From an optimization exercise on the open Yosys and OpenROAD flow, aimed at small area, a short achievable clock period and few clock cycles; shortcuts taken in it are not production practice. At most, simulation tests tie the RTL to the original design; equivalence was not proved. The RTL of run 6 was laid out without a check of its function. Power and IR drop assume default switching activity.

### flow/config.mk
export PLATFORM = sky130hd
export DESIGN_NAME = rectangle_subtract
export DESIGN_NICKNAME = rectangle_subtract
export VERILOG_FILES = /design/flow/design.v
export SDC_FILE = /design/flow/constraint.sdc
export NUM_CORES = 4
export LEC_CHECK = 0
export CAP_MARGIN = 20
export CORE_MARGIN = 2
export CORE_UTILIZATION = 40
export CTS_BUF_LIST = sky130_fd_sc_hd__clkbuf_8
export SETUP_SLACK_MARGIN = 1.8
export SLEW_MARGIN = 20
### flow/constraint.sdc
create_clock -name core_clock -period 5.0 [get_ports {i_clk}]
set_input_delay 1.0000 -clock core_clock [delete_from_list [all_inputs] [get_ports {i_clk}]]
set_output_delay 1.0000 -clock core_clock [all_outputs]
set_load 0.01 [all_outputs]
### flow/standard.sh
#!/bin/bash
# synth_recipe.tcl (not shown) runs the flow's synth.tcl, then flattens the netlist and writes it again
# the make line also repeats each setting of config.mk as NAME=value (left out here)
make -C /OpenROAD-flow-scripts/flow DESIGN_CONFIG=/design/flow/config.mk WORK_HOME=/design/flow/orfs CLKGATE_MAP_FILE= SYNTH_SCRIPT=/design/flow/synth_recipe.tcl "${@:-finish}"
### flow/flow/run.sh
#!/bin/bash
# Own layout flow: the standard layout (standard.sh, unchanged synthesis,
# floorplan, power grid, placement, CTS and routing), except that the port
# buffers that global placement inserts on every input and output are plain
# sky130_fd_sc_hd__buf_2 cells instead of the delay-buffer cell buffer_ports
# picks by default. The full output of the run goes to standard.log here;
# each ORFS step's own log is under orfs/logs/.
set -euo pipefail
export BUFFER_PORTS_ARGS="-buffer_cell sky130_fd_sc_hd__buf_2"
bash standard.sh > standard.log 2>&1
### flow/design.v
module rs_serial #(
    parameter int AM = 2
) (
    input  logic        i_clk,
    input  logic        i_rst_n,
    input  logic        i_load,
    input  logic [4:0]  i_pend,
    input  logic [15:0] i_x,
    input  logic [15:0] i_y,
    input  logic [15:0] i_right,
    input  logic [15:0] i_bottom,
    input  logic [15:0] i_cx,
    input  logic [15:0] i_cy,
    input  logic [15:0] i_cr,
    input  logic [15:0] i_cb,
    input  logic        i_sum,
    input  logic [15:0] i_cw,
    input  logic [15:0] i_ch,
    output logic [16:0] o_cr,
    output logic [16:0] o_cb,
    output logic        o_free,
    output logic        o_valid,
    input  logic        i_ready,
    output logic [15:0] o_x,
    output logic [15:0] o_y,
    output logic [15:0] o_width,
    output logic [15:0] o_height,
    output logic [2:0]  o_side,
    output logic        o_last
);
    logic [15:0] r_x, r_y, r_r, r_b;
    logic [4:0]  r_cur;
    logic [4:1]  r_rest;
    logic [4:0]  ld_cur, nx_cur;
    logic [4:1]  ld_rest, nx_rest;
    logic        busy, last, move;
    logic        r_busy, r_last;
    function automatic logic [4:0] first(input logic [4:0] p);
        if (p[0])      first = 5'b00001;
        else if (p[1]) first = 5'b00010;
        else if (p[2]) first = 5'b00100;
        else if (p[3]) first = 5'b01000;
        else           first = {p[4], 4'b0000};
    endfunction
    assign ld_cur  = first(i_pend);
    assign ld_rest = i_pend[4:1] & ~ld_cur[4:1];
    assign nx_cur  = first({r_rest, 1'b0});
    assign nx_rest = r_rest & ~nx_cur[4:1];
    assign busy    = r_busy;
    assign last    = r_last;
    assign move    = busy && (!o_valid || i_ready);
    assign o_free  = !busy || (move && last);
    always_ff @(posedge i_clk) begin
        if (!i_rst_n) begin
            r_cur  <= '0;
            r_rest <= '0;
            r_busy <= 1'b0;
            r_last <= 1'b1;
        end else if (i_load) begin
            r_cur  <= ld_cur;
            r_rest <= ld_rest;
            r_busy <= (i_pend != 5'b00000);
            r_last <= (ld_rest == 4'b0000);
        end else if (move) begin
            r_cur  <= nx_cur;
            r_rest <= nx_rest;
            r_busy <= !last;
            r_last <= (nx_rest == 4'b0000);
        end
    end
    always_ff @(posedge i_clk) begin
        if (i_load || (move && r_cur[1])) r_y <= i_load ? i_y : i_cy;
        if (i_load || (move && r_cur[2])) r_b <= i_load ? i_bottom : i_cb;
        if (i_load) begin
            r_x <= i_x;
            r_r <= i_right;
        end
    end
    logic [15:0] n_x, n_y, wa, ha;
    logic [16:0] ws, hs;
    assign n_x = r_cur[4] ? i_cr : r_x;
    assign n_y = r_cur[2] ? i_cb : r_y;
    assign wa  = (r_cur[3] || i_sum) ? i_cx : r_r;
    assign ha  = (r_cur[1] || i_sum) ? i_cy : r_b;
    rs_add #(.N(16), .MODE(AM)) u_w (.i_a(wa), .i_b(i_sum ? i_cw : ~n_x), .i_cin(!i_sum), .o_s(ws));
    rs_add #(.N(16), .MODE(AM)) u_h (.i_a(ha), .i_b(i_sum ? i_ch : ~n_y), .i_cin(!i_sum), .o_s(hs));
    assign o_cr = ws;
    assign o_cb = hs;
    always_ff @(posedge i_clk) begin
        if (!i_rst_n) begin
            o_valid <= 1'b0;
        end else if (move) begin
            o_valid <= 1'b1;
        end else if (i_ready) begin
            o_valid <= 1'b0;
        end
    end
    always_ff @(posedge i_clk) begin
        if (move) begin
            o_x      <= n_x;
            o_y      <= n_y;
            o_width  <= ws[15:0];
            o_height <= hs[15:0];
            o_side   <= {r_cur[4], r_cur[2] || r_cur[3], r_cur[1] || r_cur[3]};
            o_last   <= last;
        end
    end
endmodule
module rs_carry #(
    parameter int N    = 16,
    parameter int MODE = 0
) (
    input  logic [N-1:0] i_g,
    input  logic [N-1:0] i_p,
    input  logic         i_cin,
    output logic [N:0]   o_c
);
    localparam int L = (N + 1 <= 2) ? 1 : (N + 1 <= 4) ? 2 : (N + 1 <= 8) ? 3 :
                       (N + 1 <= 16) ? 4 : (N + 1 <= 32) ? 5 : 6;
    logic [N:0] g;
    logic [N:0] p;
    always_comb begin
        g = {i_g, i_cin};
        p = {i_p, 1'b0};
        if (MODE == 0) begin
            for (int l = 0; l < L; l++) begin
                for (int i = N; i >= 0; i--) begin
                    if (((i >> l) & 1) == 1) begin
                        g[i] = g[i] | (p[i] & g[((i >> l) << l) - 1]);
                        p[i] = p[i] & p[((i >> l) << l) - 1];
                    end
                end
            end
        end else if (MODE == 1) begin
            for (int i = 1; i <= N; i++) begin
                g[i] = g[i] | (p[i] & g[i-1]);
            end
        end else begin
            for (int d = 1; d <= N; d = d * 2) begin
                for (int i = 2 * d - 1; i <= N; i = i + 2 * d) begin
                    g[i] = g[i] | (p[i] & g[i-d]);
                    p[i] = p[i] & p[i-d];
                end
            end
            for (int d = 1 << L; d >= 1; d = d / 2) begin
                for (int i = 3 * d - 1; i <= N; i = i + 2 * d) begin
                    g[i] = g[i] | (p[i] & g[i-d]);
                    p[i] = p[i] & p[i-d];
                end
            end
        end
        o_c = g;
    end
endmodule
module rs_add #(
    parameter int N    = 16,
    parameter int MODE = 0
) (
    input  logic [N-1:0] i_a,
    input  logic [N-1:0] i_b,
    input  logic         i_cin,
    output logic [N:0]   o_s
);
    logic [N:0] c;
    rs_carry #(.N(N), .MODE(MODE)) u_c (.i_g(i_a & i_b), .i_p(i_a ^ i_b), .i_cin(i_cin), .o_c(c));
    assign o_s = {c[N], (i_a ^ i_b) ^ c[N-1:0]};
endmodule
module rs_cmp #(
    parameter int N    = 16,
    parameter int MODE = 0
) (
    input  logic [N-1:0] i_a,
    input  logic [N-1:0] i_b,
    input  logic         i_ge,
    output logic         o_gt
);
    logic [N:0] c;
    rs_carry #(.N(N), .MODE(MODE)) u_c (.i_g(i_a & ~i_b), .i_p(i_a | ~i_b), .i_cin(i_ge), .o_c(c));
    assign o_gt = c[N];
endmodule
module rs_cmp3 #(
    parameter int N    = 16,
    parameter int MODE = 0
) (
    input  logic [N-1:0] i_a,
    input  logic [N-1:0] i_b,
    input  logic [N:0]   i_c,
    input  logic         i_ge,
    output logic         o_gt
);
    logic [N:0] n, s, k, k2;
    logic [N+1:0] c;
    assign n  = ~i_c;
    assign s  = {1'b0, i_a} ^ {1'b0, i_b} ^ n;
    assign k  = ({1'b0, i_a} & {1'b0, i_b}) | ({1'b0, i_a} & n) | ({1'b0, i_b} & n);
    assign k2 = {k[N-1:0], 1'b0};
    rs_carry #(.N(N+1), .MODE(MODE)) u_c (.i_g(s & k2), .i_p(s | k2), .i_cin(i_ge), .o_c(c));
    assign o_gt = c[N+1];
endmodule
module rectangle_subtract (
    input  logic        i_clk,
    input  logic        i_rst_n,
    input  logic        i_rect_valid,
    output logic        o_rect_ready,
    input  logic [15:0] i_rect_x,
    input  logic [15:0] i_rect_y,
    input  logic [15:0] i_rect_width,
    input  logic [15:0] i_rect_height,
    input  logic        i_cfg_valid,
    output logic        o_cfg_ready,
    input  logic [1:0]  i_cfg_index,
    input  logic [15:0] i_cfg_data,
    output logic        o_piece_valid,
    input  logic        i_piece_ready,
    output logic [15:0] o_piece_x,
    output logic [15:0] o_piece_y,
    output logic [15:0] o_piece_width,
    output logic [15:0] o_piece_height,
    output logic [2:0]  o_piece_side,
    output logic        o_piece_last
);
    localparam int IM = 0;
    logic [15:0] r_cx, r_cy, r_cw, r_ch;
    logic [16:0] r_cr, r_cb, cr_s, cb_s;
    logic        r_wr;
    assign o_cfg_ready = 1'b1;
    always_ff @(posedge i_clk) begin
        if (!i_rst_n || (i_cfg_valid && i_cfg_index == 2'd0)) r_cx <= i_rst_n ? i_cfg_data : '0;
        if (!i_rst_n || (i_cfg_valid && i_cfg_index == 2'd1)) r_cy <= i_rst_n ? i_cfg_data : '0;
        if (!i_rst_n || (i_cfg_valid && i_cfg_index == 2'd2)) r_cw <= i_rst_n ? i_cfg_data : '0;
        if (!i_rst_n || (i_cfg_valid && i_cfg_index == 2'd3)) r_ch <= i_rst_n ? i_cfg_data : '0;
    end
    always_ff @(posedge i_clk) begin
        if (r_wr) begin
            r_cr <= cr_s;
            r_cb <= cb_s;
        end
        r_wr <= !i_rst_n || i_cfg_valid;
    end
    logic [16:0] in_rr, in_rb;
    logic        in_top, in_bot, in_left, in_right, in_cont, in_ovl, in_hpos;
    logic        ov_l, ov_t, ov_r, ov_b;
    logic [4:0]  in_pend;
    rs_add #(.N(16), .MODE(IM)) u_rr (.i_a(i_rect_x), .i_b(i_rect_width), .i_cin(1'b0), .o_s(in_rr));
    rs_add #(.N(16), .MODE(IM)) u_rb (.i_a(i_rect_y), .i_b(i_rect_height), .i_cin(1'b0), .o_s(in_rb));
    rs_cmp #(.N(16)) u_top (.i_a(r_cy), .i_b(i_rect_y), .i_ge(1'b0), .o_gt(in_top));
    rs_cmp #(.N(16)) u_lft (.i_a(r_cx), .i_b(i_rect_x), .i_ge(1'b0), .o_gt(in_left));
    rs_cmp3 #(.N(16)) u_bot (.i_a(i_rect_y), .i_b(i_rect_height), .i_c(r_cb), .i_ge(1'b0), .o_gt(in_bot));
    rs_cmp3 #(.N(16)) u_rgt (.i_a(i_rect_x), .i_b(i_rect_width), .i_c(r_cr), .i_ge(1'b0), .o_gt(in_right));
    rs_cmp3 #(.N(16)) u_ovl (.i_a(i_rect_x), .i_b(i_rect_width), .i_c({1'b0, r_cx}), .i_ge(1'b0), .o_gt(ov_l));
    rs_cmp3 #(.N(16)) u_ovt (.i_a(i_rect_y), .i_b(i_rect_height), .i_c({1'b0, r_cy}), .i_ge(1'b0), .o_gt(ov_t));
    rs_cmp #(.N(17)) u_ovr (.i_a(r_cr), .i_b({1'b0, i_rect_x}), .i_ge(1'b0), .o_gt(ov_r));
    rs_cmp #(.N(17)) u_ovb (.i_a(r_cb), .i_b({1'b0, i_rect_y}), .i_ge(1'b0), .o_gt(ov_b));
    assign in_cont  = !in_top && !in_left && !in_bot && !in_right;
    assign in_ovl   = ov_l && ov_t && ov_r && ov_b;
    assign in_hpos  = (r_ch != 16'd0) && (i_rect_height != 16'd0);
    assign in_pend  = in_cont ? 5'b00000 :
                      !in_ovl ? 5'b00001 :
                      {in_right && in_hpos, in_left && in_hpos, in_bot, in_top, 1'b0};
    logic       rfree, accept;
    logic       r_cq;
    rs_serial u_rs_serial (
        .i_clk    (i_clk),
        .i_rst_n  (i_rst_n),
        .i_load   (accept),
        .i_pend   (in_pend),
        .i_x      (i_rect_x),
        .i_y      (i_rect_y),
        .i_right  (in_rr[15:0]),
        .i_bottom (in_rb[15:0]),
        .i_cx     (r_cx),
        .i_cy     (r_cy),
        .i_cr     (r_cr[15:0]),
        .i_cb     (r_cb[15:0]),
        .i_sum    (r_wr),
        .i_cw     (r_cw),
        .i_ch     (r_ch),
        .o_cr     (cr_s),
        .o_cb     (cb_s),
        .o_free   (rfree),
        .o_valid  (o_piece_valid),
        .i_ready  (i_piece_ready),
        .o_x      (o_piece_x),
        .o_y      (o_piece_y),
        .o_width  (o_piece_width),
        .o_height (o_piece_height),
        .o_side   (o_piece_side),
        .o_last   (o_piece_last)
    );
    assign accept       = i_rect_valid && rfree && !r_wr;
    assign o_rect_ready = (rfree && !r_wr) || r_cq;
    always_ff @(posedge i_clk) begin
        if (!i_rst_n) begin
            r_cq <= 1'b0;
        end else begin
            r_cq <= i_rect_valid && !o_rect_ready && !r_wr && in_cont;
        end
    end
endmodule
==> results of run 1 <==
## metal layers
layer	track usage	vias to the layer above	wire, um
li1	-	5152	-
met2	0.351	317	19600
met3	0.0313	52	2120
met5	0	-	10
met1	0.301	5388	19000
met4	0.0595	2	794
## power by group through the flow
| stage | logic (mW) | clock network [mW] | registers, mW |
|---|---|---|---|
| finish | 1.98 | 1.91 | 2.70 |
| global route | 2.20 | 2.04 | 2.72 |
| CTS | 1.88 | 1.95 | 2.70 |
| detailed placement | 1.79 | 0 | 2.74 |
| global placement | 1.75 | 0 | 2.74 |
| floorplan | 1.25 | 0 | 2.68 |
## cell type report
cell class | count | area (um2)
Multi-Input combinational cell | 899 | 7490
Timing Repair Buffer | 208 | 1290
Clock inverter | 31 | 235
Fill cell | 3330 | 18700
Inverter | 107 | 423
Tap cell | 468 | 586
Sequential cell | 243 | 7180
Clock buffer | 46 | 633
## sequential cells by signal, indices dropped and copies added, names as in the netlist, 16 cells and up
| name | flops |
|---|---|
| u_rs_serial.r_r | 16 |
| r_cw | 16 |
| u_rs_serial.r_x | 16 |
| r_cb | 17 |
| r_ch | 16 |
| u_rs_serial.r_y | 16 |
| u_rs_serial.o_y | 16 |
| u_rs_serial.o_x | 16 |
| u_rs_serial.o_width | 16 |
| r_cr | 17 |
| u_rs_serial.o_height | 16 |
| r_cy | 16 |
| r_cx | 16 |
| u_rs_serial.r_b | 16 |
## per-stage QoR
step | cells | area [um2] | util
after detailed placement | 1889 | 16200 | 0.445
after global placement | 1889 | 16200 | 0.445
after floorplan | 1278 | 14900 | -
after CTS | 1993 | 17600 | 0.481
after global routing | 2002 | 17800 | 0.488
final | 2002 | 17800 | 0.488
## cell usage after synthesis (all sizes together), types with 23 or more instances
cell	instances
nor2	49
mux2	35
clkbuf	26
nand2	138
fa	84
nand2b	23
nor3	23
o21ai	129
a21oi	58
maj3	31
ha	60
inv	106
edfxtp	230
## logic make-up (layout without fill, tap and decap cells)
kind of cell               after synthesis  in the layout  share of synthesized area
muxes                                   38             38                     0.0287
and+or+nand+nor                        331            331                      0.109
buffers and inverters                  136            392                     0.0357
xor gates and xnor gates                33             33                     0.0195
other                                    1              1                   0.000253
adders and majority gates              175            175                      0.186
AOI/OAI and AO/OA                      321            321                      0.137
DFF                                    243            243                      0.484
## final timing paths
check        slack (ns)  cells past startpoint                 end
max reg2reg        1.70                     13            r_cr[15]
max                1.70                     13            r_cr[15]
min reg2reg        0.48                      0  u_rs_serial.o_last
min                0.48                      0  u_rs_serial.o_last
## cell usage in the layout, fill, tap and decap left out, types with 25 or more instances in the layout
master	count
mux2_2	31
ha_1	56
maj3_1	25
nand2_1	137
clkbuf_8	46
edfxtp_1	230
o21ai_1	34
buf_2	154
a21oi_1	53
fa_1	76
buf_4	44
inv_1	105
nor2_1	44
o21ai_0	86
## timing repair
item,4_1_cts,5_1_grt
pin swaps,16,24
endpoints found under the hold margin,0,0
gates cloned,3,0
endpoints found under the setup margin,38,38
buffers inserted,24,9
gates resized for setup,48,47
hold buffers,0,0
==> flow_summary.yaml, run 1 <==
global_route:
  grt_overflow_total: 0
  track_usage: 0.215
  grt_pass1_wl_um: 63100
  grt_pass1_vias: 10900
  grt_max_degree: 43
  antenna_found_initial: 1
hold_path:
  hold_start: "u_rs_serial.r_last"
  hp-class: "reg -> reg"
route:
  ant_nets: 0
  drt_iter0_markers: 802
  vias_per_cell: 5.45
  vias: 10900
  wire_per_inst_um: 20.8
  dr.pass1.iters: 5
  drc: 0
  drt_wl_total_um: 41600
yosys:
  synth_top_area_share: 0.467
  syn_nets: 1509
  synth_area_mm2: 0.0148
  syn_avg_cell_area_um2: 11.6
  ys_ff_latch: 243
  synth_top_area_cell: "edfxtp_1"
  synth_cell_type_count: 86
  yosys_warnings: 5
  synth_edf_count: 230
  synth_area_leaders: "edfxtp_1 (47%), fa_1 (11%), ha_1 (5.1%), o21ai_0 (3.7%), nand2_1 (3.5%)"
  synth_flop_cell: "edfxtp_1"
  synth_seq_area_share: 0.484
  synthArstFlopShare: 0
  syn_inst: 1278
setup_path:
  crit_start: "u_rs_serial.r_cur[4]"
  crit_family: "compound AO/OA/AOI/OAI gates"
  startpoint_type: "register"
  crit_chain: "buf_12 > mux2_4 > o21ai_4 > ha_4 > a21o_1 > a21o_1 > a21o_1 > a31o_4 > a41oi_4 > a21oi_4 > a21boi_4 > o21ai_2 > fa_2"
  critPathMaxFanout: 7
  crit_buf_inv: 1
  cpMostUsedCell: "a21o_1"
  regToRegStartpoint: "u_rs_serial.r_cur[4]"
  cp_slowest_cell: "fa_2"
  arrival_ns: 3.60
  end_kind: "register"
  max_stage_delay_ns: 0.45
  cp.required_ns: 5.30
  crit_type: "reg -> reg"
timing:
  tns_ns: 0
  hold_ws_ns: 0.484
  finalHoldViolations: 0
  tightestPinTransition_ns: 0.928
  period_share: 0.660
  fin_crit_ns: 3.30
  finalMaxSlewViolations: 0
  setup_viol: 0
  fin_ws_ns: 1.70
  rsz0062_at_grt: "true"
  max_freq_ghz: 0.303
  skew_ns: 0.0215
  timing.slew.headroom: 0.380
floorplanning:
  dieArea_mm2: 0.0386
  coreArea_mm2: 0.0365
  row_count: 70
  die_x_um: 196
  start_util: 0.405
  die_h_um: 196
  ios: 158
power:
  p_int_mw: 4.42
  peakVddDrop_mv: 0.172
  power_frac_comb: 0.301
  switching_power_mw: 2.17
  seqPwrFrac: 0.410
  power_density_mw_per_mm2: 369
  leakagePower_nw: 7.11
  p_clk_frac: 0.289
  report.power.total_mw: 6.58
  swShare: 0.329
clock_network:
  insertion_delay_ns: 0.57
  clock-sinks: 243
  clock_path_buffers: 3
  htree_num_levels: 2
  clockRootBuffer: "clkbuf_8"
  clk_pin_slew_ns: 0.06
  cts_buffers: 43
  cts_tree: "done"
placement:
  pre_cts_slack_ns: 1.14
  dp_hpwl_um: 31000
  portBuffers: 156
  gp_congestion: 0.871
cells_and_area:
  drive_gt1_frac: 0.258
  nets: 1733
  antenna_cells: 0
  area_growth_pct: 20.5
run:
  drv_cap: 0
run_status:
  status: "finished clean"
Testbench counts, summed over its fixed seeds: cycles 25,044.
==> run 2, diff against run 1 <==
--- a/flow/config.mk
+++ b/flow/config.mk
@@ -9,3 +9,3 @@
 export CORE_MARGIN = 2
-export CORE_UTILIZATION = 40
+export CORE_UTILIZATION = 65
 export CTS_BUF_LIST = sky130_fd_sc_hd__clkbuf_8
==> run 2 against run 1 <==
Still clean. Critical path depth did not move. Non-clock buffer count fell by 9. Die area fell by 38%. Worst hold slack improved by 0.0045 ns. First-iteration DRC count rose by 43%. Register-to-register slack improved by 0.02 ns. Synthesized cell count did not move. Critical path type unchanged. Largest cell class unchanged.
==> flow_summary.yaml, run 2 <==
run_status:
  status: "finished clean"
setup_path:
  cpMostUsedCell: "a21o_1"
  crit_chain: "mux2_4 > o21ai_4 > ha_1 > a21o_1 > a21o_1 > a21o_1 > a31o_4 > a41oi_4 > a21oi_4 > a21boi_2 > inv_1 > fa_2 > xor2_1"
  max_stage_delay_ns: 0.40
  end_kind: "register"
  crit_start: "u_rs_serial.r_cur[4]"
  regToRegStartpoint: "u_rs_serial.r_cur[4]"
  cp_slowest_cell: "dfxtp_4"
  critPathMaxFanout: 3
  rr_worst_depth: 13
  cp.required_ns: 5.30
  crit_type: "reg -> reg"
  r2r-end: "r_cr[14]"
  arrival_ns: 3.58
  startpoint_type: "register"
  regToRegSetupSlack_ns: 1.72
floorplanning:
  ios: 158
  die_h_um: 155
  die_x_um: 155
  row_count: 55
  start_util: 0.658
  dieArea_mm2: 0.0240
  coreArea_mm2: 0.0225
hold_path:
  hold_start: "u_rs_serial.r_busy"
  hold_path_end: "u_rs_serial.o_valid"
  hp-class: "reg -> reg"
  min_path_cells: 2
route:
  dr.pass1.iters: 5
  drt_wl_total_um: 38400
  ant_nets: 0
  drt_iter0_markers: 1148
  drc: 0
  wire_per_inst_um: 21.2
  vias: 11200
  vias_per_cell: 6.19
yosys:
  synthArstFlopShare: 0
  synth_top_area_share: 0.467
  synth_edf_count: 230
  yosys.cell_count.top_type: "edfxtp_1"
  synth_top_area_cell: "edfxtp_1"
  synth_seq_area_share: 0.484
  synth_flop_cell: "edfxtp_1"
  syn_inst: 1278
  syn_nets: 1509
  ys_ff_latch: 243
  synth_area_leaders: "edfxtp_1 (47%), fa_1 (11%), ha_1 (5.1%), o21ai_0 (3.7%), nand2_1 (3.5%)"
  synth_cell_type_count: 86
  syn_avg_cell_area_um2: 11.6
  synth_area_mm2: 0.0148
  yosys-top-cells-count: "edfxtp_1 (230), nand2_1 (138), o21ai_0 (110)"
  yosys_warnings: 5
clock_network:
  clock-sinks: 243
  htree_num_levels: 2
  insertion_delay_ns: 0.56
  cts_tree: "done"
  cts_buffers: 42
  clk_pin_slew_ns: 0.06
  clock_path_buffers: 3
  clockRootBuffer: "clkbuf_8"
timing:
  rsz0062_at_grt: "true"
  skew_ns: 0.0287
  finalMaxSlewViolations: 0
  setup_viol: 0
  timing.slew.headroom: 0.413
  tns_ns: 0
  finalHoldViolations: 0
  fin_crit_ns: 3.28
  tightestPinTransition_ns: 0.878
  period_share: 0.655
  max_freq_ghz: 0.305
cells_and_area:
  mostFrequentLayoutCells: "edfxtp_1 (230), buf_2 (156), nand2_1 (137)"
  antenna_cells: 0
  area_growth_pct: 17.5
  final_common_cell: "edfxtp_1"
  drive_gt1_frac: 0.247
  nets: 1723
  largest_registers: "r_cb x17, r_cr x17"
global_route:
  grt_overflow_total: 0
  track_usage: 0.325
  grt_max_degree: 65
  grt_pass1_vias: 11200
  antenna_found_initial: 0
  grt_pass1_wl_um: 59900
placement:
  dp_hpwl_um: 27900
  portBuffers: 156
  gp_congestion: 0.944
power:
  power_density_mw_per_mm2: 371
  leakagePower_nw: 6.99
  report.power.total_mw: 6.46
  peakVddDrop_mv: 0.248
run:
  drv_cap: 0
-- run 2: cell counts after synthesis --
Identical to the previous run, type by type.
-- run 2: cell families (layout without fill, tap and decap cells) --
logic type | Yosys count | after routing | share of synthesized area
DFF | 243 | 243 | 0.484
adders and majority gates | 175 | 175 | 0.186
buffers and inverters | 136 | 384 | 0.0357
muxes | 38 | 38 | 0.0287
xor gates and xnor gates | 33 | 33 | 0.0195
AOI/OAI and AO/OA | 321 | 321 | 0.137
other | 1 | 1 | 0.000253
and+or+nand+nor | 331 | 331 | 0.109
-- run 2: final cells by class --
class | count | area (um2)
sequential | 243 | 7180
inverter | 107 | 423
timing repair buffer | 199 | 1190
fill | 1536 | 5110
tap | 285 | 357
clock buffer | 42 | 578
multi-input combinational | 899 | 7430
clock inverter | 36 | 231
-- run 2: worst max-delay path by stage --
stage / endpoint / cells after the start
final: r_cr[14] / 13
after global routing: u_rs_serial.o_height[14] / 13
after CTS: r_cr[14] / 13
after detailed placement: u_rs_serial.o_height[15] / 14
after global placement: u_rs_serial.r_rest[4] / 12
after floorplan: r_cr[14] / 17
-- run 2: per-layer routing --
metal	track usage	wire (um)	up-vias
met5	0	0	-
met4	0.101	1020	0
met3	0.0409	2980	83
met2	0.532	18300	549
met1	0.460	16100	5453
li1	-	-	5120
-- run 2: repair_timing --
item                                    in CTS  in global routing
hold buffers                                 0                  0
gates cloned                                 2                  0
endpoints found under the setup margin      38                 33
pin swaps                                   24                 17
gates resized for setup                     53                 28
setup buffers                               19                  9
-- run 2: critical path: cells and delay by family (launching register included) --
kind            cells  cell delay [ns]
buf+inv             1             0.08
mux                 1             0.34
flops               1             0.40
compound gates      8             1.43
xor+xnor            1             0.15
fa+ha+maj           2             0.58
-- run 2: per-stage QoR --
step / util / setup WS, ns / cell area (um2) / cells / hold slack, ns
finish: 0.773 / 1.72 / 17400 / 1811 / 0.489
global route: 0.773 / 1.64 / 17400 / 1811 / 0.499
global placement: 0.711 / 1.29 / 16000 / 1703 / 0.469
floorplan: - / 1.48 / 14900 / 1278 / 0.407
CTS: 0.764 / 1.69 / 17200 / 1802 / 0.484
detailed placement: 0.711 / 1.16 / 16000 / 1703 / 0.471
-- run 2: report_power, final --
part           total [mW]  switching [mW]  internal [mW]  leakage, nW
sequential           2.70           0.166           2.53         2.29
clock                1.79           0.841          0.945        0.451
combinational        1.98            1.15          0.822         4.25
==> run 3, diff against run 2 <==
--- a/flow/config.mk
+++ b/flow/config.mk
@@ -9,5 +9,5 @@
 export CORE_MARGIN = 2
-export CORE_UTILIZATION = 65
+export CORE_UTILIZATION = 40
 export CTS_BUF_LIST = sky130_fd_sc_hd__clkbuf_8
-export SETUP_SLACK_MARGIN = 1.8
+export SETUP_SLACK_MARGIN = 2.2
 export SLEW_MARGIN = 20
==> run 3 against run 2 <==
Non-clock buffer count increased by 34. Via count decreased by 1.1%. Critical endpoint unchanged. Wire length increased by 11%. Synthesized cell count unchanged. Combinational power increased by 14%. Sequential power about the same. Largest cell class unchanged.
==> flow_summary.yaml, run 3 <==
run_status:
  status: "finished clean"
route:
  vias: 11100
  wire_per_inst_um: 21.0
  dr.pass1.iters: 7
  drt_wl_total_um: 42700
  ant_nets: 0
  drc: 0
  drt_iter0_markers: 893
  vias_per_cell: 5.46
cells_and_area:
  fin_util: 0.511
  mostFrequentLayoutCells: "edfxtp_1 (230), buf_2 (134), nand2_1 (133)"
  largest_registers: "r_cb x17, r_cr x17"
  final_common_cell: "edfxtp_1"
  drive_gt1_frac: 0.316
  antenna_cells: 0
  area_growth_pct: 26.1
  nets: 1758
  n_fill_cell: 3195
hold_path:
  hold_path_end: "u_rs_serial.o_last"
  hold_start: "u_rs_serial.r_last"
  hp-class: "reg -> reg"
  min_path_cells: 0
floorplanning:
  ios: 158
  die_x_um: 196
  coreArea_mm2: 0.0365
  dieArea_mm2: 0.0386
  die_h_um: 196
  start_util: 0.405
  row_count: 70
yosys:
  synth_seq_area_share: 0.484
  synth_flop_cell: "edfxtp_1"
  yosys_warnings: 5
  yosys.cell_count.top_type: "edfxtp_1"
  syn_avg_cell_area_um2: 11.6
  synth_cell_type_count: 86
  synth_area_mm2: 0.0148
  synth_top_area_share: 0.467
  yosys-top-cells-count: "edfxtp_1 (230), nand2_1 (138), o21ai_0 (110)"
  syn_nets: 1509
  synth_edf_count: 230
  syn_inst: 1278
  synth_area_leaders: "edfxtp_1 (47%), fa_1 (11%), ha_1 (5.1%), o21ai_0 (3.7%), nand2_1 (3.5%)"
  synthArstFlopShare: 0
  ys_ff_latch: 243
  synth_top_area_cell: "edfxtp_1"
global_route:
  grt_pass1_wl_um: 64900
  grt_pass1_vias: 11100
  antenna_found_initial: 0
  grt_overflow_total: 0
  track_usage: 0.221
  grt_max_degree: 52
timing:
  hold_ws_ns: 0.541
  fin_crit_ns: 3.33
  setup_viol: 0
  tns_ns: 0
  period_share: 0.666
  fin_ws_ns: 1.67
  max_freq_ghz: 0.300
  finalHoldViolations: 0
  finalMaxSlewViolations: 0
  tightestPinTransition_ns: 0.714
  skew_ns: 0.0230
  rsz0062_at_grt: "true"
  timing.slew.headroom: 0.519
setup_path:
  cp_slowest_cell: "dfxtp_4"
  crit_chain: "nor2_4 > buf_6 > mux2i_4 > fa_2 > inv_2 > a21o_1 > a21o_1 > a21o_1 > a31o_4 > a41oi_4 > a21oi_4 > a21boi_4 > inv_2 > fa_2 > xor2_2"
  regToRegSetupSlack_ns: 1.67
  r2r-end: "r_cr[14]"
  arrival_ns: 3.64
  cpMostUsedCell: "a21o_1"
  startpoint_type: "register"
  cp.required_ns: 5.31
  end_kind: "register"
  crit_type: "reg -> reg"
  critPathMaxFanout: 6
  regToRegStartpoint: "r_wr"
  rr_worst_depth: 15
  max_stage_delay_ns: 0.38
clock_network:
  clock-sinks: 243
  clockRootBuffer: "clkbuf_8"
  clock_path_buffers: 3
  insertion_delay_ns: 0.57
  clk_pin_slew_ns: 0.06
  htree_num_levels: 2
  cts_buffers: 43
  cts_tree: "done"
power:
  peakVddDrop_mv: 0.185
  leakagePower_nw: 7.36
  report.power.total_mw: 6.82
  power_density_mw_per_mm2: 366
placement:
  gp_congestion: 0.893
  portBuffers: 156
  dp_hpwl_um: 30800
  pre_cts_slack_ns: 1.05
run:
  drv_cap: 0
[run 3: kinds of logic (layout without fill, tap and decap cells)]
kind of cell / Yosys count / after routing / synth area share
AND/OR/NAND/NOR: 331 / 331 / 0.109
AO/OA/AOI/OAI: 321 / 321 / 0.137
flip-flops: 243 / 243 / 0.484
adder cells (fa/ha/maj): 175 / 175 / 0.186
buffers and inverters: 136 / 419 / 0.0357
multiplexers: 38 / 38 / 0.0287
XOR/XNOR: 33 / 33 / 0.0195
other: 1 / 1 / 0.000253
[run 3: how the worst max path moves through the flow]
| stage | startpoint | to | slack [ns] |
|---|---|---|---|
| final | r_wr | r_cr[14] | 1.67 |
| after global routing | r_wr | u_rs_serial.o_height[15] | 1.56 |
| after CTS | r_wr | r_cr[14] | 1.60 |
| after detailed placement | u_rs_serial.r_cur[4] | u_rs_serial.o_width[14] | 1.05 |
| after floorplan | r_wr | r_cr[14] | 1.48 |
| after global placement | u_rs_serial.r_cur[4] | u_rs_serial.o_width[14] | 1.17 |
[run 3: cell type report]
class,count,area [um2],share of cell area
multi-input cells,899,7890,0.423
flip-flops and latches,243,7180,0.385
repair buffers,233,1710,0.0917
clock buffers,46,633,0.0339
well taps,468,586,0.0314
inverters,107,428,0.0229
clock inverters,33,230,0.0123
[run 3: what timing repair did]
| action | in CTS | in global routing |
|---|---|---|
| buffers inserted | 49 | 10 |
| endpoints found under the setup margin | 108 | 76 |
| endpoints found under the hold margin | 0 | 0 |
| gates resized for setup | 165 | 54 |
| pin swaps | 69 | 32 |
| hold buffers | 0 | 0 |
| cloned | 4 | 1 |
[run 3: through the flow]
stage               area [um2]  instances
floorplan                15000       1278
global route             18700       2029
global placement         16300       1886
detailed placement       16300       1886
CTS                      18300       2018
finish                   18700       2029
[run 3: critical path, delay by kind of cell, from the launching register on]
| kind | cells | cell delay [ns] |
|---|---|---|
| adder cells (fa/ha/maj) | 2 | 0.57 |
| multiplexers | 1 | 0.23 |
| flip-flops | 1 | 0.38 |
| AND/OR/NAND/NOR | 1 | 0.15 |
| buffers and inverters | 3 | 0.23 |
| XOR/XNOR | 1 | 0.16 |
| AO/OA/AOI/OAI | 7 | 1.34 |
[run 3: layer usage]
metal / vias to the layer above / global-route usage / part of all wire
met4: 0 / 0.0693 / 0.030
met5: - / 0 / 0
met3: 74 / 0.0335 / 0.055
met2: 356 / 0.351 / 0.47
met1: 5453 / 0.313 / 0.45
li1: 5197 / - / -
[run 3: where the power goes]
| group | switching, mW | leakage (nW) | internal [mW] |
|---|---|---|---|
| Clock | 0.875 | 0.489 | 1.01 |
| Combinational | 1.27 | 4.59 | 0.976 |
| Sequential | 0.160 | 2.29 | 2.53 |
| Total | 2.30 | 7.36 | 4.52 |
==> run 4, diff against run 3 <==
--- a/flow/config.mk
+++ b/flow/config.mk
@@ -10,4 +10,4 @@
 export CORE_UTILIZATION = 40
-export CTS_BUF_LIST = sky130_fd_sc_hd__clkbuf_8
-export SETUP_SLACK_MARGIN = 2.2
+export CTS_BUF_LIST = sky130_fd_sc_hd__clkbuf_4
+export SETUP_SLACK_MARGIN = 1.8
 export SLEW_MARGIN = 20
==> run 4 against run 3 <==
Clock skew up 0.020 ns. Synthesized cell count unchanged. Maximum frequency about the same. Critical path depth down 1. Highest routed layer is now met5. First-iteration DRC count down 13%. Sequential power about the same. Core utilization down 2.3 points. Still clean on timing, DRC and antenna.
==> flow_summary.yaml, run 4 <==
route:
  drc: 0
  wire_per_inst_um: 20.5
  ant_nets: 0
  drt_iter0_markers: 781
  wl_met3_um: 2150
  vias_per_cell: 5.40
  wl_met2_um: 19800
  vias: 11100
  dr.pass1.iters: 8
  drt_wl_total_um: 42000
  top_layer: "met5"
  met1_length_um: 19300
run_status:
  status: "finished clean"
clock_network:
  cts_tree: "done"
  htree_num_levels: 3
  cts_buffers: 68
  insertion_delay_ns: 0.72
  clockRootBuffer: "clkbuf_4"
  clock-sinks: 243
  clk_pin_slew_ns: 0.07
  clock_path_buffers: 3
yosys:
  synth_edf_count: 230
  synthArstFlopShare: 0
  synth_top_area_cell: "edfxtp_1"
  ys_ff_latch: 243
  synth_cell_type_count: 86
  yosys_warnings: 5
  syn_avg_cell_area_um2: 11.6
  syn_inst: 1278
  synth_seq_area_share: 0.484
  synth_top_area_share: 0.467
  syn_nets: 1509
  synth_flop_cell: "edfxtp_1"
  synth_area_leaders: "edfxtp_1 (47%), fa_1 (11%), ha_1 (5.1%), o21ai_0 (3.7%), nand2_1 (3.5%)"
  yosys.cell_count.top_type: "edfxtp_1"
  yosys-top-cells-count: "edfxtp_1 (230), nand2_1 (138), o21ai_0 (110)"
  synth_area_mm2: 0.0148
cells_and_area:
  n_fill_cell: 3350
  mostFrequentLayoutCells: "edfxtp_1 (230), buf_2 (157), nand2_1 (136)"
  fin_util: 0.488
  drive_gt1_frac: 0.282
  nets: 1758
  final_common_cell: "edfxtp_1"
  finalNonFillerCells: 2048
  fin_area_mm2: 0.0178
  area_growth_pct: 20.5
  largest_registers: "r_cb x17, r_cr x17"
floorplanning:
  die_h_um: 196
  row_count: 70
  coreArea_mm2: 0.0365
  start_util: 0.405
  die_x_um: 196
  dieArea_mm2: 0.0386
  ios: 158
timing:
  rsz0062_at_grt: "true"
  tightestPinTransition_ns: 0.867
  max_freq_ghz: 0.300
  timing.slew.headroom: 0.420
  finalMaxSlewViolations: 0
  setup_viol: 0
  fin_ws_ns: 1.67
  fin_crit_ns: 3.33
  hold_ws_ns: 0.480
  finalHoldViolations: 0
  tns_ns: 0
  skew_ns: 0.0427
  period_share: 0.667
setup_path:
  crit_buf_inv: 2
  critPathMaxFanout: 7
  crit_chain: "buf_12 > mux2_4 > o21ai_4 > ha_4 > a21o_1 > a21o_1 > a21o_1 > a31o_4 > a41oi_4 > a21oi_4 > a21boi_2 > inv_1 > fa_2 > xor2_1"
  cp_slowest_cell: "dfxtp_2"
  rr_worst_depth: 14
  path_depth: 14
  cp.required_ns: 5.44
  crit_type: "reg -> reg"
  end_kind: "register"
  arrival_ns: 3.77
  startpoint_type: "register"
  max_stage_delay_ns: 0.35
  cpMostUsedCell: "a21o_1"
  crit_family: "compound AO/OA/AOI/OAI gates"
power:
  report.power.total_mw: 6.55
  peakVddDrop_mv: 0.140
  power_density_mw_per_mm2: 368
  leakagePower_nw: 7.16
hold_path:
  hp-class: "reg -> reg"
  min_path_cells: 0
global_route:
  grt_overflow_total: 0
  grt_pass1_wl_um: 63800
  antenna_found_initial: 2
  grt_pass1_vias: 11200
  grt_max_degree: 43
  track_usage: 0.219
placement:
  dp_hpwl_um: 31000
  pre_cts_slack_ns: 1.14
  placed_area_mm2: 0.0162
  gp_congestion: 0.871
  portBuffers: 156
  place_inst: 1889
run:
  drv_cap: 0
-- run 4: cells by family after synthesis --
| kind of cell | after synthesis | synth area share |
|---|---|---|
| AND/OR/NAND/NOR | 331 | 0.109 |
| AO/OA/AOI/OAI | 321 | 0.137 |
| flip-flops | 243 | 0.484 |
| adder cells (fa/ha/maj) | 175 | 0.186 |
| buffers and inverters | 136 | 0.0357 |
| multiplexers | 38 | 0.0287 |
| XOR/XNOR | 33 | 0.0195 |
| other | 1 | 0.000253 |
-- run 4: repair_timing --
| action | in CTS | in global routing |
|---|---|---|
| pin swaps | 23 | 16 |
| resized for setup | 55 | 32 |
| hold buffers | 0 | 0 |
| setup endpoints to repair | 40 | 27 |
| buffers inserted | 27 | 6 |
| gates cloned | 3 | 0 |
-- run 4: worst paths after layout --
| path | from | to | slack (ns) |
|---|---|---|---|
| worst max register to register | u_rs_serial.r_cur[4] | u_rs_serial.o_width[14] | 1.67 |
| worst min register to register | u_rs_serial.r_last | u_rs_serial.o_last | 0.48 |
| worst min-delay path | u_rs_serial.r_last | u_rs_serial.o_last | 0.48 |
| worst max-delay path | u_rs_serial.r_cur[4] | u_rs_serial.o_width[14] | 1.67 |
-- run 4: layer usage --
metal  GRT usage  vias to the layer above
met4      0.0662                        2
met3      0.0421                       62
met2       0.354                      328
met1       0.300                     5443
li1            -                     5232
met5           0                        -
-- run 4: area by class of cell --
cell class              instances  area (um2)  area share
flip-flops and latches        243        7180       0.402
clock inverters                22         143     0.00800
diodes                          1        2.50    0.000140
repair buffers                208        1310      0.0733
well taps                     468         586      0.0328
clock buffers                 100         751      0.0421
multi-input cells             899        7440       0.417
inverters                     107         423      0.0237
-- run 4: power by group --
| group | internal (mW) | total, mW | switching [mW] |
|---|---|---|---|
| logic | 0.805 | 1.94 | 1.14 |
| clock network | 1.02 | 1.92 | 0.892 |
| registers | 2.53 | 2.70 | 0.166 |
==> run 5, diff against run 4 <==
==> flow/flow/run.sh (replaced) <==
#!/bin/bash
# Own layout flow: the standard layout (standard.sh, unchanged synthesis,
# floorplan, power grid, placement, CTS and routing), except that the port
# buffers that global placement inserts on every input and output are plain
# sky130_fd_sc_hd__buf_1 cells instead of the delay-buffer cell buffer_ports
# picks by default. The full output of the run goes to standard.log here;
# each ORFS step's own log is under orfs/logs/.
set -euo pipefail
export BUFFER_PORTS_ARGS="-buffer_cell sky130_fd_sc_hd__buf_1"
bash standard.sh > standard.log 2>&1
--- a/flow/config.mk
+++ b/flow/config.mk
@@ -10,4 +10,4 @@
 export CORE_UTILIZATION = 40
-export CTS_BUF_LIST = sky130_fd_sc_hd__clkbuf_4
-export SETUP_SLACK_MARGIN = 1.8
+export CTS_BUF_LIST = sky130_fd_sc_hd__clkbuf_8
+export SETUP_SLACK_MARGIN = 2.0
 export SLEW_MARGIN = 20
==> run 5 against run 4 <==
Still clean. Maximum frequency fell by 0.88%. Global-route usage rose by 0.24 points. Critical path depth fell by 1. Die area did not move.
==> flow_summary.yaml, run 5 <==
run_status:
  status: "finished clean"
power:
  power_density_mw_per_mm2: 359
  report.power.total_mw: 6.53
  leakagePower_nw: 6.99
  peakVddDrop_mv: 0.180
hold_path:
  hold_start: "u_rs_serial.r_last"
  hp-class: "reg -> reg"
  hold_path_end: "u_rs_serial.o_last"
  min_path_cells: 0
route:
  vias: 11000
  drt_wl_total_um: 42800
  drt_iter0_markers: 881
  met1_length_um: 19400
  dr.pass1.iters: 5
  drc: 0
  top_layer: "met4"
  ant_nets: 0
  vias_per_cell: 5.43
  wl_met2_um: 20200
  wl_met3_um: 2090
  wire_per_inst_um: 21.1
global_route:
  grt_overflow_total: 0
  grt_pass1_vias: 11000
  grt_max_degree: 43
  antenna_found_initial: 0
  grt_pass1_wl_um: 64900
  track_usage: 0.221
clock_network:
  clk_pin_slew_ns: 0.06
  insertion_delay_ns: 0.55
  clock-sinks: 243
  htree_num_levels: 2
  hold_buffers: 0
  cts_tree: "done"
  clock_path_buffers: 3
  clockRootBuffer: "clkbuf_8"
  cts_buffers: 42
yosys:
  synth_flop_cell: "edfxtp_1"
  synth_cell_type_count: 86
  synth_top_area_cell: "edfxtp_1"
  ys_ff_latch: 243
  syn_nets: 1509
  syn_inst: 1278
  yosys-top-cells-count: "edfxtp_1 (230), nand2_1 (138), o21ai_0 (110)"
  synth_area_mm2: 0.0148
  synthArstFlopShare: 0
  yosys_warnings: 5
  synth_edf_count: 230
  syn_avg_cell_area_um2: 11.6
  synth_top_area_share: 0.467
  yosys.cell_count.top_type: "edfxtp_1"
  synth_area_leaders: "edfxtp_1 (47%), fa_1 (11%), ha_1 (5.1%), o21ai_0 (3.7%), nand2_1 (3.5%)"
  synth_seq_area_share: 0.484
floorplanning:
  die_h_um: 196
  dieArea_mm2: 0.0386
  die_x_um: 196
  ios: 158
  start_util: 0.405
  coreArea_mm2: 0.0365
  row_count: 70
cells_and_area:
  largest_registers: "r_cb x17, r_cr x17"
  final_common_cell: "edfxtp_1"
  nets: 1758
  antenna_cells: 0
  area_growth_pct: 22.9
  mostFrequentLayoutCells: "edfxtp_1 (230), nand2_1 (135), buf_1 (113)"
  drive_gt1_frac: 0.220
  finalNonFillerCells: 2026
timing:
  max_freq_ghz: 0.297
  finalMaxSlewViolations: 0
  setup_viol: 0
  rsz0062_at_grt: "true"
  tightestPinTransition_ns: 0.766
  period_share: 0.672
  finalHoldViolations: 0
  timing.slew.headroom: 0.483
  skew_ns: 0.0218
  fin_crit_ns: 3.36
  tns_ns: 0
setup_path:
  regToRegStartpoint: "u_rs_serial.r_cur[4]"
  end_kind: "register"
  crit_start: "u_rs_serial.r_cur[4]"
  crit_type: "reg -> reg"
  startpoint_type: "register"
  r2r-end: "r_cr[14]"
  critPathMaxFanout: 6
  regToRegSetupSlack_ns: 1.64
  rr_worst_depth: 13
  arrival_ns: 3.66
  cp.required_ns: 5.30
placement:
  place_inst: 1889
  dp_hpwl_um: 31100
  gp_congestion: 0.904
  portBuffers: 156
run:
  drv_cap: 0
[run 5: cell counts after synthesis]
Identical to the previous run, type by type.
[run 5: logic make-up after synthesis]
logic type,after synthesis,share of synthesized area
DFF,243,0.484
xor gates and xnor gates,33,0.0195
AOI/OAI and AO/OA,321,0.137
other,1,0.000253
adders and majority gates,175,0.186
muxes,38,0.0287
and+or+nand+nor,331,0.109
buffers and inverters,136,0.0357
[run 5: repair_timing]
item | 4_1_cts | 5_1_grt
setup buffers | 34 | 23
pin swaps | 42 | 43
gates resized for setup | 133 | 90
setup endpoints to repair | 67 | 57
gates cloned | 4 | 1
[run 5: worst max-delay path by stage]
stage | depth (start not counted) | to
floorplan | 17 | r_cr[14]
global placement | 10 | u_rs_serial.r_last
detailed placement | 9 | u_rs_serial.r_rest[3]
CTS | 15 | r_cr[14]
global route | 13 | r_cr[14]
finish | 13 | r_cr[14]
[run 5: where the power goes]
| group | internal [mW] | total (mW) | switching [mW] |
|---|---|---|---|
| Combinational | 0.914 | 2.13 | 1.22 |
| Clock | 0.879 | 1.70 | 0.824 |
| Sequential | 2.53 | 2.70 | 0.164 |
[run 5: critical path, cell delays in order (launching register included)]
cell,delay (ns)
dfxtp_4,0.42
mux2_4,0.34
o21ai_4,0.19
ha_4,0.22
a21o_1,0.17
a21o_1,0.20
a21o_1,0.21
a31o_4,0.24
a41oi_4,0.17
a21oi_2,0.12
a21boi_2,0.21
inv_1,0.08
fa_2,0.37
xor2_2,0.17
[run 5: per-stage QoR]
| step | worst slack [ns] | hold WS [ns] | utilization | cell area (um2) |
|---|---|---|---|---|
| after global routing | 1.54 | 0.488 | 0.498 | 18200 |
| after CTS | 1.61 | 0.463 | 0.484 | 17700 |
| after floorplan | 1.48 | 0.407 | - | 15000 |
| final | 1.64 | 0.495 | 0.498 | 18200 |
| after detailed placement | 0.924 | 0.448 | 0.441 | 16100 |
| after global placement | 1.00 | 0.454 | 0.441 | 16100 |
[run 5: cell type report]
class                           instances  area [um2]
Fill cell                            3315       18300
Multi-Input combinational cell        899        7700
Sequential cell                       243        7180
Timing Repair Buffer                  233        1530
Clock buffer                           45         619
Tap cell                              468         586
Inverter                              107         423
Clock inverter                         30         146
Timing Repair inverter                  1        5.00
[run 5: per-layer routing]
layer,track usage,vias to the layer above
met3,0.0311,65
met4,0.0679,0
met5,0,-
met1,0.308,5437
li1,-,5184
met2,0.360,321
==> run 6, diff against run 5 <==
--- a/flow/design.v
+++ b/flow/design.v
@@ -6,3 +6,4 @@
     input  logic        i_load,
-    input  logic [4:0]  i_pend,
+    input  logic [4:0]  i_mask,
+    input  logic        i_some,
     input  logic [15:0] i_x,
@@ -31,8 +32,6 @@
     logic [15:0] r_x, r_y, r_r, r_b;
-    logic [4:0]  r_cur;
-    logic [4:1]  r_rest;
-    logic [4:0]  ld_cur, nx_cur;
-    logic [4:1]  ld_rest, nx_rest;
+    logic [4:0]  r_m, r_done;
+    logic        r_some;
+    logic [4:0]  pend, r_cur;
     logic        busy, last, move;
-    logic        r_busy, r_last;
     function automatic logic [4:0] first(input logic [4:0] p);
@@ -44,27 +43,21 @@
     endfunction
-    assign ld_cur  = first(i_pend);
-    assign ld_rest = i_pend[4:1] & ~ld_cur[4:1];
-    assign nx_cur  = first({r_rest, 1'b0});
-    assign nx_rest = r_rest & ~nx_cur[4:1];
-    assign busy    = r_busy;
-    assign last    = r_last;
-    assign move    = busy && (!o_valid || i_ready);
-    assign o_free  = !busy || (move && last);
+    assign pend   = (!r_some ? 5'b00000 : r_m[0] ? 5'b00001 : {r_m[4:1], 1'b0}) & ~r_done;
+    assign r_cur  = first(pend);
+    assign busy   = (pend != 5'b00000);
+    assign last   = ((pend & ~r_cur) == 5'b00000);
+    assign move   = busy && (!o_valid || i_ready);
+    assign o_free = !busy || (move && last);
     always_ff @(posedge i_clk) begin
         if (!i_rst_n) begin
-            r_cur  <= '0;
-            r_rest <= '0;
-            r_busy <= 1'b0;
-            r_last <= 1'b1;
+            r_some <= 1'b0;
+            r_done <= '0;
         end else if (i_load) begin
-            r_cur  <= ld_cur;
-            r_rest <= ld_rest;
-            r_busy <= (i_pend != 5'b00000);
-            r_last <= (ld_rest == 4'b0000);
+            r_some <= i_some;
+            r_done <= '0;
         end else if (move) begin
-            r_cur  <= nx_cur;
-            r_rest <= nx_rest;
-            r_busy <= !last;
-            r_last <= (nx_rest == 4'b0000);
-        end
+            r_done <= r_done | r_cur;
+        end
+    end
+    always_ff @(posedge i_clk) begin
+        if (i_load) r_m <= i_mask;
     end
@@ -117,4 +110,3 @@
 );
-    localparam int L = (N + 1 <= 2) ? 1 : (N + 1 <= 4) ? 2 : (N + 1 <= 8) ? 3 :
-                       (N + 1 <= 16) ? 4 : (N + 1 <= 32) ? 5 : 6;
+    localparam int L = $clog2(N + 1);
     logic [N:0] g;
@@ -256,5 +248,3 @@
     assign in_hpos  = (r_ch != 16'd0) && (i_rect_height != 16'd0);
-    assign in_pend  = in_cont ? 5'b00000 :
-                      !in_ovl ? 5'b00001 :
-                      {in_right && in_hpos, in_left && in_hpos, in_bot, in_top, 1'b0};
+    assign in_pend  = {in_right && in_hpos, in_left && in_hpos, in_bot, in_top, !in_ovl};
     logic       rfree, accept;
@@ -265,3 +255,4 @@
         .i_load   (accept),
-        .i_pend   (in_pend),
+        .i_mask   (in_pend),
+        .i_some   (!in_cont),
         .i_x      (i_rect_x),
==> flow/run.sh (new file) <==
#!/bin/bash
# synth_recipe.tcl (not shown) runs the flow's synth.tcl, then flattens the netlist and writes it again
# the make line also repeats each setting of config.mk as NAME=value (left out here)
make -C /OpenROAD-flow-scripts/flow DESIGN_CONFIG=/design/flow/config.mk WORK_HOME=/design/flow/orfs CLKGATE_MAP_FILE= SYNTH_SCRIPT=/design/flow/synth_recipe.tcl finish
--- a/flow/config.mk
+++ b/flow/config.mk
@@ -10,4 +10,3 @@
 export CORE_UTILIZATION = 40
-export CTS_BUF_LIST = sky130_fd_sc_hd__clkbuf_8
-export SETUP_SLACK_MARGIN = 2.0
+export SETUP_SLACK_MARGIN = 2.5
 export SLEW_MARGIN = 20
removed: flow/flow/run.sh
removed: flow/standard.sh
==> run 6 against run 5 <==
Non-clock buffer count rose by 33. Highest routed layer unchanged. Combinational power rose by 9%. Power rose by 11%. Synthesized area rose by 0.53%. Critical path depth rose by 2. Clock skew fell by 0.0052 ns. Register-to-register slack got worse by 0.56 ns. Worst setup slack got worse by 0.56 ns. Clock power rose by 28%. Flip-flop and latch count rose by 1. Wire length rose by 3.0%. Critical path type unchanged. Sequential share of layout area fell by 3.1 points.
==> flow_summary.yaml, run 6 <==
route:
  drt_wl_total_um: 44100
  wl_met3_um: 2420
  wl_met2_um: 21400
  vias: 11300
  wire_per_inst_um: 21.3
  drt_iter0_markers: 830
  dr.pass1.iters: 5
  drc: 0
  ant_nets: 0
  top_layer: "met4"
  met1_length_um: 19100
  vias_per_cell: 5.47
setup_path:
  crit_family: "compound AO/OA/AOI/OAI gates"
  r2r-end: "r_cr[15]"
  end_kind: "register"
  regToRegSetupSlack_ns: 1.08
  critPathMaxFanout: 6
  rr_worst_depth: 15
  regToRegStartpoint: "u_rs_serial.r_m[0]"
  cp.required_ns: 5.28
  crit_buf_inv: 0
  cp_slowest_cell: "edfxtp_1"
  startpoint_type: "register"
  arrival_ns: 4.21
  crit_start: "u_rs_serial.r_m[0]"
  crit_type: "reg -> reg"
  max_stage_delay_ns: 0.43
  path_depth: 15
  crit_chain: "nor2b_4 > and2_4 > and3_4 > nor2_4 > mux2_4 > ha_4 > nor2b_4 > o21ai_1 > nand2b_1 > a211o_1 > a211oi_4 > o311ai_4 > a21o_1 > a21o_1 > fa_2"
  crit_end: "r_cr[15]"
cells_and_area:
  area_growth_pct: 33.6
  finalNonFillerCells: 2070
  nets: 1812
  largest_registers: "r_cb x17, r_cr x17"
  antenna_cells: 0
  fin_util: 0.543
  mostFrequentLayoutCells: "edfxtp_1 (235), nand2_1 (142), inv_1 (117)"
  drive_gt1_frac: 0.271
  final_common_cell: "edfxtp_1"
clock_network:
  cts_buffers: 28
  hold_buffers: 0
  htree_num_levels: 1
  clockRootBuffer: "clkbuf_16"
  clk_pin_slew_ns: 0.06
  cts_tree: "done"
  clock_path_buffers: 3
  insertion_delay_ns: 0.56
  clock-sinks: 244
timing:
  setup_viol: 0
  skew_ns: 0.0166
  tightestPinTransition_ns: 0.995
  tns_ns: 0
  finalMaxSlewViolations: 0
  fin_crit_ns: 3.92
  period_share: 0.785
  max_freq_ghz: 0.255
  timing.slew.headroom: 0.337
  finalHoldViolations: 0
  rsz0062_at_grt: "true"
  fin_ws_ns: 1.08
placement:
  gp_congestion: 0.923
  dp_hpwl_um: 31000
  portBuffers: 156
  place_inst: 1918
  pre_cts_slack_ns: 0.620
yosys:
  synth_area_leaders: "edfxtp_1 (47%), fa_1 (11%), ha_1 (5.0%), inv_1 (4.1%), o21ai_0 (4.1%)"
  synth_cell_type_count: 71
  yosys-top-cells-count: "edfxtp_1 (235), inv_1 (163), nand2_1 (149)"
  synth_area_mm2: 0.0149
  syn_inst: 1307
  yosys.cell_count.top_type: "edfxtp_1"
  synth_seq_area_share: 0.486
  synth_top_area_share: 0.474
  synthArstFlopShare: 0
  synth_flop_cell: "edfxtp_1"
  yosys_warnings: 5
  synth_edf_count: 235
  ys_ff_latch: 244
  syn_avg_cell_area_um2: 11.4
  synth_top_area_cell: "edfxtp_1"
  syn_nets: 1538
floorplanning:
  coreArea_mm2: 0.0366
  die_x_um: 197
  dieArea_mm2: 0.0388
  die_h_um: 197
  start_util: 0.406
  row_count: 70
  ios: 158
global_route:
  grt_pass1_wl_um: 64900
  grt_overflow_total: 0
  grt_pass1_vias: 11600
  grt_max_degree: 69
  track_usage: 0.220
  antenna_found_initial: 0
power:
  power_density_mw_per_mm2: 366
  leakagePower_nw: 7.90
  peakVddDrop_mv: 0.270
run_status:
  status: "finished clean"
run:
  drv_cap: 0
hold_path:
  hp-class: "reg -> reg"
## run 6: cell count changes after synthesis, moves of 8 or more
| cell | change |
|---|---|
| inv_1 | +66 |
| o21ai_1 | -19 |
| nor3_1 | -14 |
| nor2b_1 | +13 |
| a21oi_1 | -12 |
| mux2_2 | -12 |
| nand2_1 | +11 |
| o21ai_0 | +11 |
| inv_2 | -9 |
| o2111ai_1 | +9 |
| xnor2_1 | +8 |
## run 6: where the power goes
group | leakage (nW) | switching, mW | internal, mW
Combinational | 5.12 | 1.23 | 1.09
Sequential | 2.31 | 0.210 | 2.58
Clock | 0.466 | 0.854 | 1.31
Total | 7.90 | 2.29 | 4.98
## run 6: repair_timing
item | 4_1_cts | 5_1_grt
resized for setup | 357 | 139
buffers inserted | 64 | 32
cloned | 3 | 2
setup endpoints to repair | 188 | 159
pin swaps | 83 | 65
## run 6: metal layers
layer / GRT usage / vias to the layer above
li1: - / 5237
met1: 0.296 / 5642
met2: 0.371 / 372
met3: 0.0274 / 75
met4: 0.0691 / 0
met5: 0 / -
## run 6: worst min-delay path by stage
stage                               start  slack [ns]                    end  cells past startpoint
detailed placement  u_rs_serial.r_done[4]        0.46  u_rs_serial.r_done[4]                      2
global placement    u_rs_serial.r_done[3]        0.45  u_rs_serial.r_done[3]                      2
CTS                 u_rs_serial.r_done[0]        0.48  u_rs_serial.r_done[0]                      2
global route        u_rs_serial.r_done[2]        0.55  u_rs_serial.r_done[2]                      2
floorplan           u_rs_serial.r_done[0]        0.44  u_rs_serial.r_done[0]                      2
finish              u_rs_serial.r_done[0]        0.50  u_rs_serial.r_done[0]                      2
## run 6: layout make-up
type / instances / area (um2)
timing repair inverter: 1 / 7.51
fill: 3120 / 16700
inverter: 163 / 656
clock inverter: 17 / 218
sequential: 244 / 7240
timing repair buffer: 266 / 2460
clock buffer: 34 / 744
multi-input combinational: 877 / 7960
tap: 468 / 586
## run 6: cell families after synthesis
logic type | Yosys count | share of synthesized area
adders and majority gates | 178 | 0.187
xor gates and xnor gates | 35 | 0.0206
DFF | 244 | 0.486
buffers and inverters | 189 | 0.0479
other | 1 | 0.000252
AOI/OAI and AO/OA | 302 | 0.131
muxes | 29 | 0.0214
and+or+nand+nor | 329 | 0.105
## run 6: tightest hold or removal path, cell delays in order (launching register included)
cell,delay (ns)
dfxtp_1,0.34
a31oi_1,0.05
nor2_1,0.07
## run 6: metrics by stage
stage	power [mW]	instance area [um2]	hold slack (ns)
after floorplan	3.96	15200	0.437
after global placement	4.60	17300	0.452
after detailed placement	4.64	17300	0.463
after CTS	7.07	19200	0.479
after global routing	7.63	19900	0.548
final	7.28	19900	0.495

-- separate check: timing with driven ports --
Ports are ideal in the flow. The routed layouts listed here were re-timed in OpenROAD. Step 1 (the two cells are an assumption about what drives the block):
set clk [get_ports {i_clk}]
set_driving_cell -lib_cell sky130_fd_sc_hd__clkbuf_16 $clk
set_driving_cell -lib_cell sky130_fd_sc_hd__buf_2 [delete_from_list [all_inputs] $clk]
Step 2, shift: input delay + t, output delay - t, t = (earliest + latest rising clock arrival at the registers) / 2. This alone moves slack from input paths to output paths. Slacks: ideal ports / drivers / drivers and shift; pairs: ideal ports / drivers.
| run | t (ns) | setup slack, ns | cell pins on the clock port's net |
|---|---|---|---|
| run 1 | 0.611 | 1.701 / 1.701 / 1.281 | 1 |
| run 2 | 0.595 | 1.723 / 1.723 / 1.260 | 1 |
| run 3 | 0.607 | 1.671 / 1.671 / 1.414 | 1 |
| run 4 | 0.744 | 1.667 / 1.667 / 1.152 | 1 |
| run 5 | 0.591 | 1.638 / 1.638 / 1.315 | 1 |
| run 6 | 0.603 | 1.077 / 1.077 / 1.077 | 1 |
After both steps every run listed still meets setup and hold. The setup slack of run 4, which loses most, moves by 0.000 ns with the drivers and by -0.515 ns with both steps.
